From an optimization exercise on the open Yosys and OpenROAD flow, aimed at small area, a short achievable clock period and few clock cycles per item; shortcuts taken in it are not production practice. Only simulation tests tie the RTL to the original design; equivalence was not proved.

==> flow/design.v (outline; a module is shown in full before it is edited, if it fits) <==
// module exu_hilo: 41 lines
// module exu_alu: 97 lines
// module exu_mul: 971 lines
// module exu_div: 157 lines
// module exu_top: 237 lines
module exu_top
(
	input  logic                    clk,
	input  logic                    arst_n_i,
	input  logic                    req_valid_i,
	input  logic [5-1:0]    req_op_i,
	input  logic [32-1:0]    req_opa_i,
	input  logic [32-1:0]    req_opb_i,
	input  logic [5-1:0]  req_rd_i,
	output logic                    wb_valid_o,
	output logic [5-1:0]  wb_rd_o,
	output logic                    wb_we_o,
	output logic [32-1:0]    wb_data_o,
	output logic                    busy_o
);
  // ...
==> flow/flow/run.sh <==
#!/bin/bash
# Layout flow: the standard layout (standard.sh, which runs the standard
# synthesis unchanged), except that the input and output port buffers are a
# plain sky130_fd_sc_hd__buf_4 rather than the delay buffer buffer_ports picks
# by itself. Every port still gets its own buffer.
set -euo pipefail
cd "$(dirname "$0")/.."
bash standard.sh BUFFER_PORTS_ARGS="-buffer_cell sky130_fd_sc_hd__buf_4" finish > standard.log 2>&1
==> flow/standard.sh <==
#!/bin/bash
# synth_recipe.tcl (not shown) runs the flow's synth.tcl, then flattens the netlist and writes it again
# the make line also repeats each setting of config.mk as NAME=value (left out here)
make -C /OpenROAD-flow-scripts/flow DESIGN_CONFIG=/design/flow/config.mk WORK_HOME=/design/flow/orfs CLKGATE_MAP_FILE= SYNTH_SCRIPT=/design/flow/synth_recipe.tcl "${@:-finish}"
==> flow/config.mk <==
export PLATFORM = sky130hd
export DESIGN_NAME = exu_top
export DESIGN_NICKNAME = exu_top
export VERILOG_FILES = /design/flow/design.v
export SDC_FILE = /design/flow/constraint.sdc
export NUM_CORES = 4
export LEC_CHECK = 0
export ABC_AREA = 1
export CAP_MARGIN = 20
export CORE_MARGIN = 2
export CORE_UTILIZATION = 40
export SLEW_MARGIN = 20
==> flow/constraint.sdc <==
create_clock -name core_clock -period 24.0 [get_ports {clk}]
set_input_delay 4.8000 -clock core_clock [delete_from_list [all_inputs] [get_ports {clk}]]
set_output_delay 4.8000 -clock core_clock [all_outputs]
set_load 0.01 [all_outputs]
==> impl_metrics.ini, run 1 <==
[status]
outcome = timing/DRC/antenna clean

[layout]
nNonClkBuffers = 277
top_regs = i_exu_hilo.hilo_q (64), i_exu_div.x_q (34), ax2_q (33)
synthToLayoutAreaGrowth_pct = 9.95
final_core_util_pct = 44.3
largest_register_ff_count = 64
area_dominant_class = multi-input combinational cells
seq_share_pct = 21.0
area_used_by_sequential_logic_in_the_layout_mm2 = 0.0122
max_flop_register = i_exu_hilo.hilo_q

[timing]
maxSlewHeadroom_pct = 23.4
rsz0062_at_grt = no
fin_worst_skew_ns = 0.0629
fin_hold_ws_ns = 0.323

[floorplanning]
pin_count = 117
num_tap_cells = 1755
dieWidth_um = 368

[placed_design]
post-place-cells = 8845
placed_cell_area_mm2 = 0.0558

[logic_synthesis]
sequential_cell_area_fraction_in_the_yosys_report_pct = 23.1
synth.avg_cell_area_um2 = 7.36
synth_seq_cells = 521
ys_top_cells_by_count = nand2_1, inv_1, o21ai_0
synthMuxAreaShare_pct = 0.284
synth_enable_flop_cells = 144

[critical_path]
cp-start-kind = register
startpoint = v2_q
critPathBufInv = 5

[min_path]
hold_path.startpoint = rd2_q[1]

[drt]
drt_iter0_drc = 6659
route.detailed.vias_per_inst = 5.84
routed_wire_length_per_instance_um = 24.4
dr_drc_count = 0
detailroute.wirelength.met2_um = 91500
top_layer_used = met5
met3_length_um = 23500

[clock_tree]
cts_inserted_buffers = 68

[grt]
groute.layer.met2.usage_pct = 47.1
Testbench counts, summed over its fixed seeds: cycles 27,892, ops 24,016.
==> run 2, diff against run 1 <==
==> flow/run.sh (new file) <==
#!/bin/bash
# synth_recipe.tcl (not shown) runs the flow's synth.tcl, then flattens the netlist and writes it again
# the make line also repeats each setting of config.mk as NAME=value (left out here)
make -C /OpenROAD-flow-scripts/flow DESIGN_CONFIG=/design/flow/config.mk WORK_HOME=/design/flow/orfs CLKGATE_MAP_FILE= SYNTH_SCRIPT=/design/flow/synth_recipe.tcl finish
removed: flow/flow/run.sh
removed: flow/standard.sh
==> run 2 against run 1 <==
Against the previous run: critical path depth increased by 7; cell count about the same; first-iteration DRC count decreased by 0.81%; worst setup slack got worse by 0.11 ns; routed wire length increased by 1.3%; maximum frequency decreased by 1.6%; non-clock buffer count increased by 7; global-route usage increased by 0.45 points; critical path type unchanged; sequential cell count unchanged.
==> impl_metrics.ini, run 2 <==
[floorplanning]
fp.dieArea_mm2 = 0.135
row_count = 133
dieWidth_um = 368
floorplan.die.height_um = 368
core_region_area_mm2 = 0.131
pin_count = 117
start_util_pct = 40.3

[logic_synthesis]
postSynthNetCount = 7923
synth.most_common_cell = nand2_1
synth.avg_cell_area_um2 = 7.36
total_number_of_yosys_warnings = 5
syn-instance-count = 7192
synth_enable_flop_cells = 144
sequential_cell_area_fraction_in_the_yosys_report_pct = 23.1
synth_compound_area_share_pct = 19.5
yosys-top-cells-area = fa_1, dfxtp_1, nand2_1
yosys.area_share.xor_xnor_pct = 8.81
yosys_most_used_dff = dfxtp_1
synthMuxAreaShare_pct = 0.284
synth_largest_area_cell = fa_1
post_synth_fa_ha_maj_area_fraction_pct = 20.3
asyncSetResetFlopFracSynth_pct = 13.6
yosys.area.top_type_share_pct = 12.8
syn_area_mm2 = 0.0529
synth_seq_cells = 521
ys_top_cells_by_count = nand2_1, inv_1, o21ai_0
synth_cell_types = 69
main_combinational_cell_family_by_area_after_synthesis = adder cells
synth_simple_gate_area_share_pct = 18.0

[drt]
dr_drc_count = 0
totalWireLength_um = 222000
antenna_violating_nets_post_route = 0
vias = 52200
routed_wire_length_per_instance_um = 24.7
drt_iter0_drc = 6605
route.detailed.vias_per_inst = 5.81
drtPass1Iterations = 8

[placed_design]
post-dp-hpwl_um = 167000
placed_cell_area_mm2 = 0.0561
gp_congestion = 1.03
placement.io_buffers = 116

[layout]
layout_commonest_cell = nand2_1
top_regs = i_exu_hilo.hilo_q (64), i_exu_div.x_q (34), ax2_q (33)
synthToLayoutAreaGrowth_pct = 10.7
fin_area_mm2 = 0.0585
final_cell_mix = nand2_1, inv_1, o21ai_0
layout-drive-gt1-share_pct = 5.25
max_flop_register = i_exu_hilo.hilo_q
final_nets = 7898
largest_register_ff_count = 64

[critical_path]
critical_path_peak_fanout = 37
critical-path-max-stage-delay_ns = 1.23
worst-endpoint-arrival_ns = 7.61
worst-r2r-setup-slack_ns = 16.94
reg2reg_from = op1_q[4]
timing.rr.end = i_exu_div.x_q[14]
critical_path_required_ns = 24.55
cp-start-kind = register
r2r_cells = 31
critPathCaptureType = register
startpoint = op1_q[4]
critPathKind = reg -> reg
path_common_cell = nand2_1
timing.critical_path.slowest_stage_cell = fa_1

[clock_tree]
tritoncts_clock_tree = done
clk_path_buf_depth = 3
clk_latency_ns = 0.71
postCtsSetupBuffers = 0
clockRootBuffer = clkbuf_16
clock-sinks = 521
cts_inserted_buffers = 68
cts_resized = 0
ctsHoldBuffers = 0
path_clk_slew_ns = 0.06
cts.htree.levels = 3

[grt]
number_of_global_route_vias_before_repair = 49500
grt_max_degree = 97
groute.layer.met2.usage_pct = 47.9
grt-busiest-layer = met2
groute.usage.overall_pct = 32.1
use_met3_pct = 6.50
gr-usage-met1_pct = 44.6
grt_first_pass_wirelength_um = 327000
antenna_found_initial = 12
grt.overflow.total = 0

[min_path]
whs_path_depth = 0
worst_hold_path.endpoint = wb_we_o
hold_path.startpoint = we2_q
hold_class = reg -> reg

[flow_run]
drv_cap = 0

[timing]
finalHoldViolCount = 0
tightest_pin_transition_ns = 1.05
setup_total_negative_slack_ns = 0
slew_violations = 0
setup_viol = 0
final.period_utilization_pct = 29.4
rsz0062_at_grt = no
post-route-min-period_ns = 7.06
maxSlewHeadroom_pct = 29.2
fmaxAchievable_ghz = 0.142
fin_worst_skew_ns = 0.0612

[status]
outcome = timing/DRC/antenna clean
run 2: critical path: cells and delay by family (launching register included):
kind,cells,cell delay (ns)
AOI/OAI and AO/OA,4,1.00
adders and majority gates,1,1.23
buffers and inverters,7,1.72
DFF,1,0.55
and+or+nand+nor,19,2.41
run 2: logic make-up (layout without fill, tap and decap cells):
group	count (synthesis)	in the layout
compound gates	1800	1800
xor+xnor	532	532
fa+ha+maj	654	654
buf+inv	1386	1416
flops	521	521
mux	15	15
other cells	0	1
simple gates	2284	2284
run 2: per-layer routing:
layer | part of all wire, % | vias up
li1 | - | 23900
met1 | 42 | 24800
met2 | 42 | 2862
met3 | 10 | 571
met4 | 5.2 | 14
met5 | 0.048 | -
run 2: cell type report:
class	instances	area, um^2
antenna	1	2.50
tap	1755	2200
timing repair buffer	284	2420
multi-input combinational	5285	35500
clock inverter	44	592
sequential	521	12200
inverter	1007	3780
fill	13400	72800
clock buffer	81	1800
run 2: how the worst max path moves through the flow:
stage                        endpoint  slack [ns]
detailed placement      wb_data_o[31]       16.92
CTS                     wb_data_o[31]       16.92
finish              i_exu_div.x_q[14]       16.94
global placement        wb_data_o[31]       16.95
global route        i_exu_div.x_q[14]       16.26
floorplan                      busy_q       18.41
run 2: through the flow:
step	instances	utilization [%]	worst slack (ns)	hold slack, ns
global placement	8852	42.8	16.95	0.311
global route	8977	44.6	16.26	0.328
detailed placement	8852	42.8	16.92	0.314
finish	8978	44.6	16.94	0.320
CTS	8977	44.6	16.92	0.326
floorplan	7192	-	18.41	0.310

port drivers added, routing unchanged:
Ports are ideal in the flow. The routed layouts listed here were re-timed in OpenROAD. Step 1 (the two cells are an assumption about what drives the block):
set clk [get_ports {clk}]
set_driving_cell -lib_cell sky130_fd_sc_hd__clkbuf_16 $clk
set_driving_cell -lib_cell sky130_fd_sc_hd__buf_2 [delete_from_list [all_inputs] $clk]
Step 2 times the ports against the registers' clock, not the clock port: input delays grow and output delays shrink by t, the midpoint of the rising clock arrivals with the driver on. Slacks: no drivers / after step 1 / after step 2; pairs: no drivers / after step 1.
run	t, ns	setup WS [ns]	worst register clock-pin slew, ns
run 1	0.762	17.052 / 17.052 / 17.052	0.07 / 0.07
run 2	0.760	16.939 / 16.939 / 16.939	0.07 / 0.07
After both steps every run listed still meets setup and hold.
